From an optimization exercise on the open Yosys and OpenROAD flow, aimed at small area, a short achievable clock period and few clock cycles per item; shortcuts taken in it are not production practice.
Only simulation tests tie the RTL to the original design; equivalence was not proved.
Power is estimated from default activity; no workload was simulated.

**flow/config.mk**
```make
export PLATFORM = sky130hd
export DESIGN_NAME = pe_top
export DESIGN_NICKNAME = pe_top
export VERILOG_FILES = /design/flow/design.v
export SDC_FILE = /design/flow/constraint.sdc
export NUM_CORES = 4
export LEC_CHECK = 0
export CAP_MARGIN = 20
export CORE_MARGIN = 2
export CORE_UTILIZATION = 40
export SLEW_MARGIN = 20
```
**flow/design.v**
```verilog
`timescale 1ns/1ps
package pe_pkg;
    typedef struct packed {
        logic [8-1:0]   idx;
        logic [16-1:0] delta;
    } pe_event_t;
    typedef logic [16-1:0] vertex_val_t;
    typedef struct packed {
        logic [16-1:0] addr;
        logic                  write;
        logic [32-1:0] wdata;
    } bus_req_t;
    typedef union packed {
        logic [1:0][15:0]           rowptr;
        logic [3:0][8-1:0]  colidx;
    } edge_word_t;
endpackage
`timescale 1ns/1ps
module bus_arbiter
(
    input  logic                  clk_i,
    input  logic                  rst_i,
    input  pe_pkg::bus_req_t              vu_req_i,
    input  logic                  vu_valid_i,
    output logic                  vu_done_o,
    input  pe_pkg::bus_req_t              ew_req_i,
    input  logic                  ew_valid_i,
    output logic                  ew_done_o,
    output logic [32-1:0] rdata_o,
    output logic [16-1:0] paddr_o,
    output logic                  pwrite_o,
    output logic [32-1:0] pwdata_o,
    output logic                  psel_o,
    output logic                  penable_o,
    input  logic [32-1:0] prdata_i,
    input  logic                  pready_i
);
    typedef enum logic [1:0] {S_IDLE, S_SETUP, S_ACCESS} apb_state_e;
    apb_state_e state_q;
    logic       owner_q;
    logic       done_q;
    logic       grant;
    logic       xfer_end;
    pe_pkg::bus_req_t   cur_q;
    assign grant    = (state_q == S_IDLE) && !done_q && (vu_valid_i || ew_valid_i);
    assign xfer_end = (state_q == S_ACCESS) && pready_i;
    always_ff @(posedge clk_i)
    begin
        if (rst_i)
        begin
            state_q <= S_IDLE;
            owner_q <= 1'b0;
            done_q  <= 1'b0;
        end
        else
        begin
            done_q <= xfer_end;
            case (state_q)
                S_IDLE:
                begin
                    if (grant)
                    begin
                        state_q <= S_SETUP;
                        owner_q <= !vu_valid_i;
                    end
                end
                S_SETUP:  state_q <= S_ACCESS;
                S_ACCESS: if (pready_i) state_q <= S_IDLE;
                default:  state_q <= S_IDLE;
            endcase
        end
    end
    always_ff @(posedge clk_i)
    begin
        if (grant)
            cur_q <= vu_valid_i ? vu_req_i : ew_req_i;
        if (xfer_end)
            rdata_o <= prdata_i;
    end
    assign paddr_o   = cur_q.addr;
    assign pwrite_o  = cur_q.write;
    assign pwdata_o  = cur_q.wdata;
    assign psel_o    = (state_q != S_IDLE);
    assign penable_o = (state_q == S_ACCESS);
    assign vu_done_o = done_q && !owner_q;
    assign ew_done_o = done_q && owner_q;
endmodule
`timescale 1ns/1ps
module vertex_updater
(
    input  logic                  clk_i,
    input  logic                  rst_i,
    input  logic                  start_i,
    input  pe_pkg::pe_event_t             ev_i,
    output pe_pkg::bus_req_t              req_o,
    output logic                  req_valid_o,
    input  logic                  done_i,
    input  logic [32-1:0] rdata_i,
    output logic                  fin_o
);
    typedef enum logic [1:0] {S_IDLE, S_READ, S_WRITE} vu_state_e;
    vu_state_e   state_q;
    pe_pkg::pe_event_t   ev_q;
    pe_pkg::vertex_val_t val_q;
    always_ff @(posedge clk_i)
    begin
        if (rst_i)
            state_q <= S_IDLE;
        else
        begin
            case (state_q)
                S_IDLE:  if (start_i) state_q <= S_READ;
                S_READ:  if (done_i) state_q <= S_WRITE;
                S_WRITE: if (done_i) state_q <= S_IDLE;
                default: state_q <= S_IDLE;
            endcase
        end
    end
    always_ff @(posedge clk_i)
    begin
        if (start_i)
            ev_q <= ev_i;
        if ((state_q == S_READ) && done_i)
            val_q <= rdata_i[16-1:0] + ev_q.delta;
    end
    assign req_valid_o = (state_q != S_IDLE);
    assign req_o.addr  = 16'h0000 + {{(16-8){1'b0}}, ev_q.idx};
    assign req_o.write = (state_q == S_WRITE);
    assign req_o.wdata = {{(32-16){1'b0}}, val_q};
    assign fin_o       = (state_q == S_WRITE) && done_i;
endmodule
`timescale 1ns/1ps
module edge_walker
(
    input  logic                  clk_i,
    input  logic                  rst_i,
    input  logic                  start_i,
    input  pe_pkg::pe_event_t             ev_i,
    output pe_pkg::bus_req_t              req_o,
    output logic                  req_valid_o,
    input  logic                  done_i,
    input  logic [32-1:0] rdata_i,
    output pe_pkg::pe_event_t             pro_o,
    output logic                  pro_valid_o,
    input  logic                  pro_ready_i,
    output logic                  fin_o
);
    typedef enum logic [2:0] {S_IDLE, S_ROW0, S_ROW1, S_DIV, S_COL, S_EMIT} ew_state_e;
    ew_state_e              state_q;
    logic                   fin_q;
    logic                   odd_q;
    logic [16-1:0]  rp_addr_q;
    logic [15:0]            pos_q;
    logic [15:0]            end_q;
    logic [16-1:0] num_q;
    logic [16-1:0] pdelta_q;
    pe_pkg::edge_word_t             col_q;
    pe_pkg::edge_word_t             rp_word;
    logic [16+7:0] damped;
    logic [15:0]            degree;
    logic [15:0]            pos_next;
    assign rp_word  = rdata_i;
    assign damped   = {8'd0, ev_i.delta} * {{16{1'b0}}, 8'd217};
    assign degree   = end_q - pos_q;
    assign pos_next = pos_q + 16'd1;
    always_ff @(posedge clk_i)
    begin
        if (rst_i)
        begin
            state_q <= S_IDLE;
            fin_q   <= 1'b0;
        end
        else
        begin
            fin_q <= 1'b0;
            case (state_q)
                S_IDLE: if (start_i) state_q <= S_ROW0;
                S_ROW0: if (done_i) state_q <= odd_q ? S_ROW1 : S_DIV;
                S_ROW1: if (done_i) state_q <= S_DIV;
                S_DIV:
                begin
                    if (degree == 16'd0)
                    begin
                        state_q <= S_IDLE;
                        fin_q   <= 1'b1;
                    end
                    else
                        state_q <= S_COL;
                end
                S_COL: if (done_i) state_q <= S_EMIT;
                S_EMIT:
                begin
                    if (pro_ready_i)
                    begin
                        if (pos_next == end_q)
                        begin
                            state_q <= S_IDLE;
                            fin_q   <= 1'b1;
                        end
                        else if (pos_next[1:0] == 2'b00)
                            state_q <= S_COL;
                    end
                end
                default: state_q <= S_IDLE;
            endcase
        end
    end
    always_ff @(posedge clk_i)
    begin
        if (start_i)
        begin
            odd_q     <= ev_i.idx[0];
            num_q     <= damped[16+7:8];
            rp_addr_q <= 16'h0100
                         + {{(16-8+1){1'b0}}, ev_i.idx[8-1:1]};
        end
        if ((state_q == S_ROW0) && done_i)
        begin
            if (odd_q)
            begin
                pos_q     <= rp_word.rowptr[1];
                rp_addr_q <= rp_addr_q + 1'b1;
            end
            else
            begin
                pos_q <= rp_word.rowptr[0];
                end_q <= rp_word.rowptr[1];
            end
        end
        if ((state_q == S_ROW1) && done_i)
            end_q <= rp_word.rowptr[0];
        if ((state_q == S_DIV) && (degree != 16'd0))
            pdelta_q <= num_q / degree;
        if ((state_q == S_COL) && done_i)
            col_q <= rdata_i;
        if ((state_q == S_EMIT) && pro_ready_i)
            pos_q <= pos_next;
    end
    assign req_valid_o = (state_q == S_ROW0) || (state_q == S_ROW1) || (state_q == S_COL);
    assign req_o.addr  = (state_q == S_COL) ? 16'h0200 + {2'b00, pos_q[15:2]}
                                            : rp_addr_q;
    assign req_o.write = 1'b0;
    assign req_o.wdata = '0;
    assign pro_valid_o = (state_q == S_EMIT);
    assign pro_o.idx   = col_q.colidx[pos_q[1:0]];
    assign pro_o.delta = pdelta_q;
    assign fin_o       = fin_q;
endmodule
`timescale 1ns/1ps
module event_ctrl
(
    input  logic      clk_i,
    input  logic      rst_i,
    input  pe_pkg::pe_event_t ev_i,
    input  logic      ev_valid_i,
    output logic      ev_ready_o,
    output pe_pkg::pe_event_t ev_o,
    output logic      vu_start_o,
    output logic      ew_start_o,
    input  logic      vu_fin_i,
    input  logic      ew_fin_i
);
    logic      vu_pend_q;
    logic      ew_pend_q;
    logic      accept;
    logic      above;
    pe_pkg::pe_event_t ev_q;
    assign ev_ready_o = !vu_pend_q && !ew_pend_q;
    assign accept     = ev_valid_i && ev_ready_o;
    assign above      = (ev_i.delta > 16'd64);
    always_ff @(posedge clk_i)
    begin
        if (rst_i)
        begin
            vu_pend_q  <= 1'b0;
            ew_pend_q  <= 1'b0;
            vu_start_o <= 1'b0;
            ew_start_o <= 1'b0;
        end
        else
        begin
            vu_start_o <= accept;
            ew_start_o <= accept && above;
            if (accept)
            begin
                vu_pend_q <= 1'b1;
                ew_pend_q <= above;
            end
            else
            begin
                if (vu_fin_i)
                    vu_pend_q <= 1'b0;
                if (ew_fin_i)
                    ew_pend_q <= 1'b0;
            end
        end
    end
    always_ff @(posedge clk_i)
    begin
        if (accept)
            ev_q <= ev_i;
    end
    assign ev_o = ev_q;
endmodule
`timescale 1ns/1ps
module pe_top
(
    input  logic                  clk_i,
    input  logic                  rst_i,
    input  logic [8+16-1:0] ev_i,
    input  logic                  ev_valid_i,
    output logic                  ev_ready_o,
    output logic [8+16-1:0] pro_o,
    output logic                  pro_valid_o,
    input  logic                  pro_ready_i,
    output logic [16-1:0] paddr_o,
    output logic                  pwrite_o,
    output logic [32-1:0] pwdata_o,
    output logic                  psel_o,
    output logic                  penable_o,
    input  logic [32-1:0] prdata_i,
    input  logic                  pready_i
);
    pe_pkg::pe_event_t             ev_cur;
    logic                  vu_start;
    logic                  ew_start;
    logic                  vu_fin;
    logic                  ew_fin;
    pe_pkg::bus_req_t              vu_req;
    pe_pkg::bus_req_t              ew_req;
    logic                  vu_req_valid;
    logic                  ew_req_valid;
    logic                  vu_done;
    logic                  ew_done;
    logic [32-1:0] rdata;
    event_ctrl u_event_ctrl (
        .clk_i      (clk_i),
        .rst_i      (rst_i),
        .ev_i       (ev_i),
        .ev_valid_i (ev_valid_i),
        .ev_ready_o (ev_ready_o),
        .ev_o       (ev_cur),
        .vu_start_o (vu_start),
        .ew_start_o (ew_start),
        .vu_fin_i   (vu_fin),
        .ew_fin_i   (ew_fin)
    );
    vertex_updater u_vertex_updater (
        .clk_i       (clk_i),
        .rst_i       (rst_i),
        .start_i     (vu_start),
        .ev_i        (ev_cur),
        .req_o       (vu_req),
        .req_valid_o (vu_req_valid),
        .done_i      (vu_done),
        .rdata_i     (rdata),
        .fin_o       (vu_fin)
    );
    edge_walker u_edge_walker (
        .clk_i       (clk_i),
        .rst_i       (rst_i),
        .start_i     (ew_start),
        .ev_i        (ev_cur),
        .req_o       (ew_req),
        .req_valid_o (ew_req_valid),
        .done_i      (ew_done),
        .rdata_i     (rdata),
        .pro_o       (pro_o),
        .pro_valid_o (pro_valid_o),
        .pro_ready_i (pro_ready_i),
        .fin_o       (ew_fin)
    );
    bus_arbiter u_bus_arbiter (
        .clk_i      (clk_i),
        .rst_i      (rst_i),
        .vu_req_i   (vu_req),
        .vu_valid_i (vu_req_valid),
        .vu_done_o  (vu_done),
        .ew_req_i   (ew_req),
        .ew_valid_i (ew_req_valid),
        .ew_done_o  (ew_done),
        .rdata_o    (rdata),
        .paddr_o    (paddr_o),
        .pwrite_o   (pwrite_o),
        .pwdata_o   (pwdata_o),
        .psel_o     (psel_o),
        .penable_o  (penable_o),
        .prdata_i   (prdata_i),
        .pready_i   (pready_i)
    );
endmodule
```
**flow/constraint.sdc**
```tcl
create_clock -name core_clock -period 36.0 [get_ports {clk_i}]
set_input_delay 7.2000 -clock core_clock [delete_from_list [all_inputs] [get_ports {clk_i}]]
set_output_delay 7.2000 -clock core_clock [all_outputs]
set_load 0.01 [all_outputs]
```
**flow/run.sh**
```bash
#!/bin/bash
# synth_recipe.tcl (not shown) runs the flow's synth.tcl, then flattens the netlist and writes it again
# the make line also repeats each setting of config.mk as NAME=value (left out here)
make -C /OpenROAD-flow-scripts/flow DESIGN_CONFIG=/design/flow/config.mk WORK_HOME=/design/flow/orfs CLKGATE_MAP_FILE= SYNTH_SCRIPT=/design/flow/synth_recipe.tcl finish
```
==> flow_results.xml <==
<?xml version="1.0" encoding="UTF-8"?>
<metrics>
  <group name="global_routing">
    <metric name="grt_antenna_before_repair" unit="">0</metric>
    <metric name="grt_overflow" unit="">0</metric>
    <metric name="grt_usage" unit="">0.2233</metric>
    <metric name="grt_use_met2" unit="">0.3537</metric>
    <metric name="grt.met1_usage" unit="">0.3120</metric>
    <metric name="grt_max_degree" unit="">34</metric>
    <metric name="grt_pass1_wl" unit="um">93160</metric>
    <metric name="grt_use_met3" unit="">0.02707</metric>
    <metric name="grt.busiest_layer" unit="">met2</metric>
    <metric name="vias_in_the_first_global_route" unit="">16377</metric>
  </group>
  <group name="timing">
    <metric name="finalWorstPathRequiredPeriod" unit="ps">33630</metric>
    <metric name="timing.slew.headroom" unit="">0.2861</metric>
    <metric name="min_period_over_period" unit="">0.9343</metric>
    <metric name="timing.final.hold_violations" unit="">0</metric>
    <metric name="timing.final.max_slew_violations" unit="">0</metric>
    <metric name="timing.fmax" unit="MHz">29.73</metric>
    <metric name="setup_violations" unit="">0</metric>
    <metric name="timing.clock.skew" unit="ps">32.56</metric>
    <metric name="worst-slew-pin-transition" unit="ps">1070</metric>
  </group>
  <group name="critical_path">
    <metric name="crit_path_max_incr_delay" unit="ps">520</metric>
    <metric name="cp_data_arrival_time" unit="ps">33960</metric>
    <metric name="setup.worst_path.end_class" unit="">flop</metric>
    <metric name="criticalPathCategory" unit="">reg2reg</metric>
    <metric name="required" unit="ps">36330</metric>
    <metric name="number_of_buffer_and_inverter_instances_along_the_worst_setup_path" unit="">11</metric>
    <metric name="cp_common_cell" unit="">a21oi_1</metric>
    <metric name="critical_path.top_delay_family" unit="">compound AO/OA/AOI/OAI gates</metric>
    <metric name="cpMaxStageDelayCell" unit="">nor3_1</metric>
    <metric name="worst_setup_path_start_kind" unit="">flop</metric>
    <metric name="crit_fanout" unit="">20</metric>
  </group>
  <group name="power_and_ir_drop">
    <metric name="power_leakage" unit="nW">9.571</metric>
    <metric name="power.internal" unit="mW">0.8157</metric>
    <metric name="share_clk_of_total_power" unit="">0.229</metric>
    <metric name="power-per-cell-area" unit="nW/um2">55.31</metric>
    <metric name="p_comb_frac" unit="">0.471</metric>
    <metric name="total_power" unit="mW">1.315</metric>
    <metric name="p_sw" unit="mW">0.4995</metric>
    <metric name="power.switching_fraction" unit="">0.3798</metric>
    <metric name="vdd_drop_max" unit="mV">0.04264</metric>
    <metric name="pwr-share-seq" unit="">0.300</metric>
  </group>
  <group name="cells_and_area">
    <metric name="final_layout_size_suffix_gt1_frac" unit="">0.1095</metric>
    <metric name="nets" unit="">2573</metric>
    <metric name="multi_input_comb_area" unit="um2">12500</metric>
    <metric name="fin_area" unit="um2">23780</metric>
    <metric name="layout-area-overhead-vs-synth" unit="%">15.24</metric>
    <metric name="fin_util" unit="">0.4644</metric>
    <metric name="layout.filler_cells" unit="">4894</metric>
    <metric name="seqCellArea" unit="um2">7388</metric>
    <metric name="final_cell_count_no_fill" unit="">2946</metric>
  </group>
  <group name="synthesis">
    <metric name="synth-edff-count" unit="">226</metric>
    <metric name="syn_avg_cell_area" unit="um2">9.741</metric>
    <metric name="syn-cell-area" unit="um2">20630</metric>
    <metric name="syn_inst" unit="">2118</metric>
    <metric name="synth-async-reset-ratio" unit="">0</metric>
    <metric name="yosys_most_used_dff" unit="">edfxtp_1</metric>
    <metric name="ys_types" unit="">105</metric>
    <metric name="ys_ff_latch" unit="">256</metric>
    <metric name="ys_warns" unit="">4</metric>
    <metric name="synth.yosys.seq_area_share" unit="">0.3580</metric>
  </group>
  <group name="place">
    <metric name="placement.io_buffers" unit="">121</metric>
    <metric name="gp_congestion" unit="">0.9709</metric>
    <metric name="detailedPlacementHpwl" unit="um">46750</metric>
    <metric name="dpl.cell_count" unit="">2878</metric>
    <metric name="post_dp_cell_area" unit="um2">22520</metric>
  </group>
  <group name="routing">
    <metric name="viasPerCell" unit="">5.658</metric>
    <metric name="route.vias.total" unit="">16667</metric>
    <metric name="wirelength" unit="um">60140</metric>
    <metric name="dr.pass1.iters" unit="">5</metric>
    <metric name="wl_per_cell" unit="um">20.41</metric>
    <metric name="detail_route.iter0.violations" unit="">1419</metric>
    <metric name="post-route-drc-count" unit="">0</metric>
    <metric name="remaining_antenna_violation_count_after_routing" unit="">0</metric>
  </group>
  <group name="floorplanning">
    <metric name="row_count" unit="">83</metric>
    <metric name="die_span_in_x" unit="um">231.1</metric>
    <metric name="fp.dieArea" unit="um2">53410</metric>
    <metric name="io-pin-count" unit="">138</metric>
    <metric name="floorplan.initialDensity" unit="">0.4030</metric>
    <metric name="core_area" unit="um2">51200</metric>
    <metric name="fp.dieH" unit="um">231.1</metric>
  </group>
  <group name="cts">
    <metric name="cts-buffers-inserted" unit="">29</metric>
    <metric name="clock_tree.buffer_depth" unit="">3</metric>
    <metric name="clock_sinks" unit="">256</metric>
    <metric name="postCtsHoldBufs" unit="">0</metric>
    <metric name="cell_at_the_root_of_the_clock_tree" unit="">clkbuf_16</metric>
    <metric name="ctsHtreeMaxLevel" unit="">1</metric>
    <metric name="cts_tree" unit="">yes</metric>
    <metric name="cts.clk_slew.worst_paths" unit="ps">60</metric>
    <metric name="clkLatencyLatePin" unit="ps">600</metric>
  </group>
  <group name="hold_path">
    <metric name="worst_hold_class" unit="">reg2reg</metric>
  </group>
  <group name="job">
    <metric name="timing.max_cap.violations" unit="">0</metric>
  </group>
  <group name="run_status">
    <metric name="status" unit="">no timing/DRC/antenna violations</metric>
  </group>
</metrics>
==> synthesized netlist by cell type (14+ instances only) <==
cell	number	area [um2]
ha_1	232	2903
edfxtp_1	226	6787
nor2_1	200	750.7
nand2_1	152	570.6
inv_1	137	514.2
a21oi_1	104	520.5
o21ai_0	92	460.4
nor3_1	83	415.4
xnor2_1	72	630.6
nand3_1	61	305.3
mux2_2	52	585.6
xor2_1	46	402.9
o21a_1	44	330.3
clkbuf_1	42	157.7
fa_1	38	760.7
nor2b_1	35	219.0
a21o_1	34	255.2
a31oi_1	34	212.7
dfxtp_1	30	600.6
and2_1	29	181.4
buf_4	22	165.2
or3_1	21	131.4
and3_1	20	125.1
nand4_1	20	125.1
o21ai_1	18	90.09
o31ai_1	17	127.6
nand2b_1	15	93.84
or2_2	15	93.84
mux2i_1	14	140.1
==> sequential cells by signal, indices dropped and copies added (netlist names), 2 cells and up <==
signal                    count
u_bus_arbiter.cur_q          33
u_bus_arbiter.rdata_o        32
u_edge_walker.col_q          32
u_event_ctrl.ev_q            24
u_vertex_updater.ev_q        24
u_edge_walker.end_q          16
u_edge_walker.num_q          16
u_edge_walker.pdelta_q       16
u_edge_walker.pos_q          16
u_edge_walker.rp_addr_q      16
u_vertex_updater.val_q       16
u_edge_walker.state_q         3
u_bus_arbiter.state_q         2
u_vertex_updater.state_q      2
==> power groups by stage <==
stage / combinational, mW / sequential, mW / clock [mW]
detailed placement: 0.600 / 0.400 / 0
floorplan: 0.457 / 0.390 / 0
global route: 0.698 / 0.397 / 0.320
finish: 0.619 / 0.394 / 0.301
CTS: 0.604 / 0.394 / 0.308
global placement: 0.591 / 0.400 / 0
==> tightest hold or removal path: stages (launching register included) <==
cell     delay [ps]
dfxtp_1         310
nand2_1          50
a21oi_1          50
==> timing repair <==
action | CTS | global route
endpoints found under the hold margin | 0 | 0
resized for setup | 0 | 44
setup buffers | 0 | 13
endpoints found under the setup margin | 0 | 2
==> cell families after synthesis <==
logic type                 synth area share
and+or+nand+nor                      0.1673
other                             0.0001818
adders and majority gates            0.1776
DFF                                  0.3580
buffers and inverters               0.04718
muxes                               0.04445
AOI/OAI and AO/OA                    0.1545
xor gates and xnor gates            0.05088
==> layer usage <==
layer,vias to the layer above,share of wire,wire length [um]
li1,7987,-,-
met1,7995,0.46,27740
met2,550,0.44,26550
met3,135,0.058,3478
met4,0,0.039,2370
met5,-,0,0
==> layout by cell type (no fill, tap or decap), types with 31 or more instances in the layout <==
cell type | netlist | final
fa_1 | 38 | 38
a21oi_1 | 104 | 104
o21ai_0 | 92 | 87
nor3_1 | 83 | 79
mux2_2 | 52 | 52
a31oi_1 | 34 | 31
clkdlybuf4s50_1 | 0 | 121
edfxtp_1 | 226 | 226
nor2_1 | 200 | 196
ha_1 | 232 | 231
o21a_1 | 44 | 44
nor2b_1 | 35 | 35
nand3_1 | 61 | 59
a21o_1 | 34 | 34
inv_1 | 137 | 136
nand2_1 | 152 | 152
xor2_1 | 46 | 46
buf_4 | 22 | 39
xnor2_1 | 72 | 72
==> per-stage QoR <==
step	setup WS, ps	hold slack (ps)	setup TNS (ps)
floorplan	4120	420.5	0
global placement	1550	429.9	0
detailed placement	450.0	440.0	0
CTS	257.1	456.7	0
global route	-185.2	470.8	-185.2
finish	2367	460.2	0
==> layout make-up <==
type                       count  share of cell area
inverter                     145             0.02358
multi-input combinational   1650              0.5257
sequential                   256              0.3107
clock inverter                20            0.008262
timing repair buffer         160             0.06325
tap                          680             0.03578
clock buffer                  34             0.03257
antenna                        1           0.0001052
==> final timing paths <==
kind / cells past startpoint / start / slack (ps) / to
max: 164 / u_edge_walker.pos_q[5] / 2370 / u_edge_walker.pdelta_q[0]
min: 2 / u_event_ctrl.vu_pend_q / 460 / u_event_ctrl.vu_pend_q
max reg2reg: 164 / u_edge_walker.pos_q[5] / 2370 / u_edge_walker.pdelta_q[0]
min reg2reg: 2 / u_event_ctrl.vu_pend_q / 460 / u_event_ctrl.vu_pend_q
Testbench counts, summed over its fixed seeds: cycles 30,650, items 1,200.

[separate check: timing with driven ports]
No port has a modelled driver above. Below, the same layout with a new extraction and two added sets of constraints. Step 1 assumes that a clkbuf_16 drives the clock port and a buf_2 every other input. Step 2 moves the port delays by t, midway between the first and last clock arrival at a register: inputs arrive t later, outputs are due t later. That takes back most of the time a late clock gives input paths. Slacks: no drivers / after step 1 / after step 2; pairs: no drivers / after step 1.
t, ns: 0.638
setup slack, ns: 2.367 / 2.367 / 2.367
worst setup path at the end: register to register
After both steps setup and hold are still met in this run. For this run, drivers alone change the setup slack by 0.000 ns; drivers and shift together by 0.000 ns.
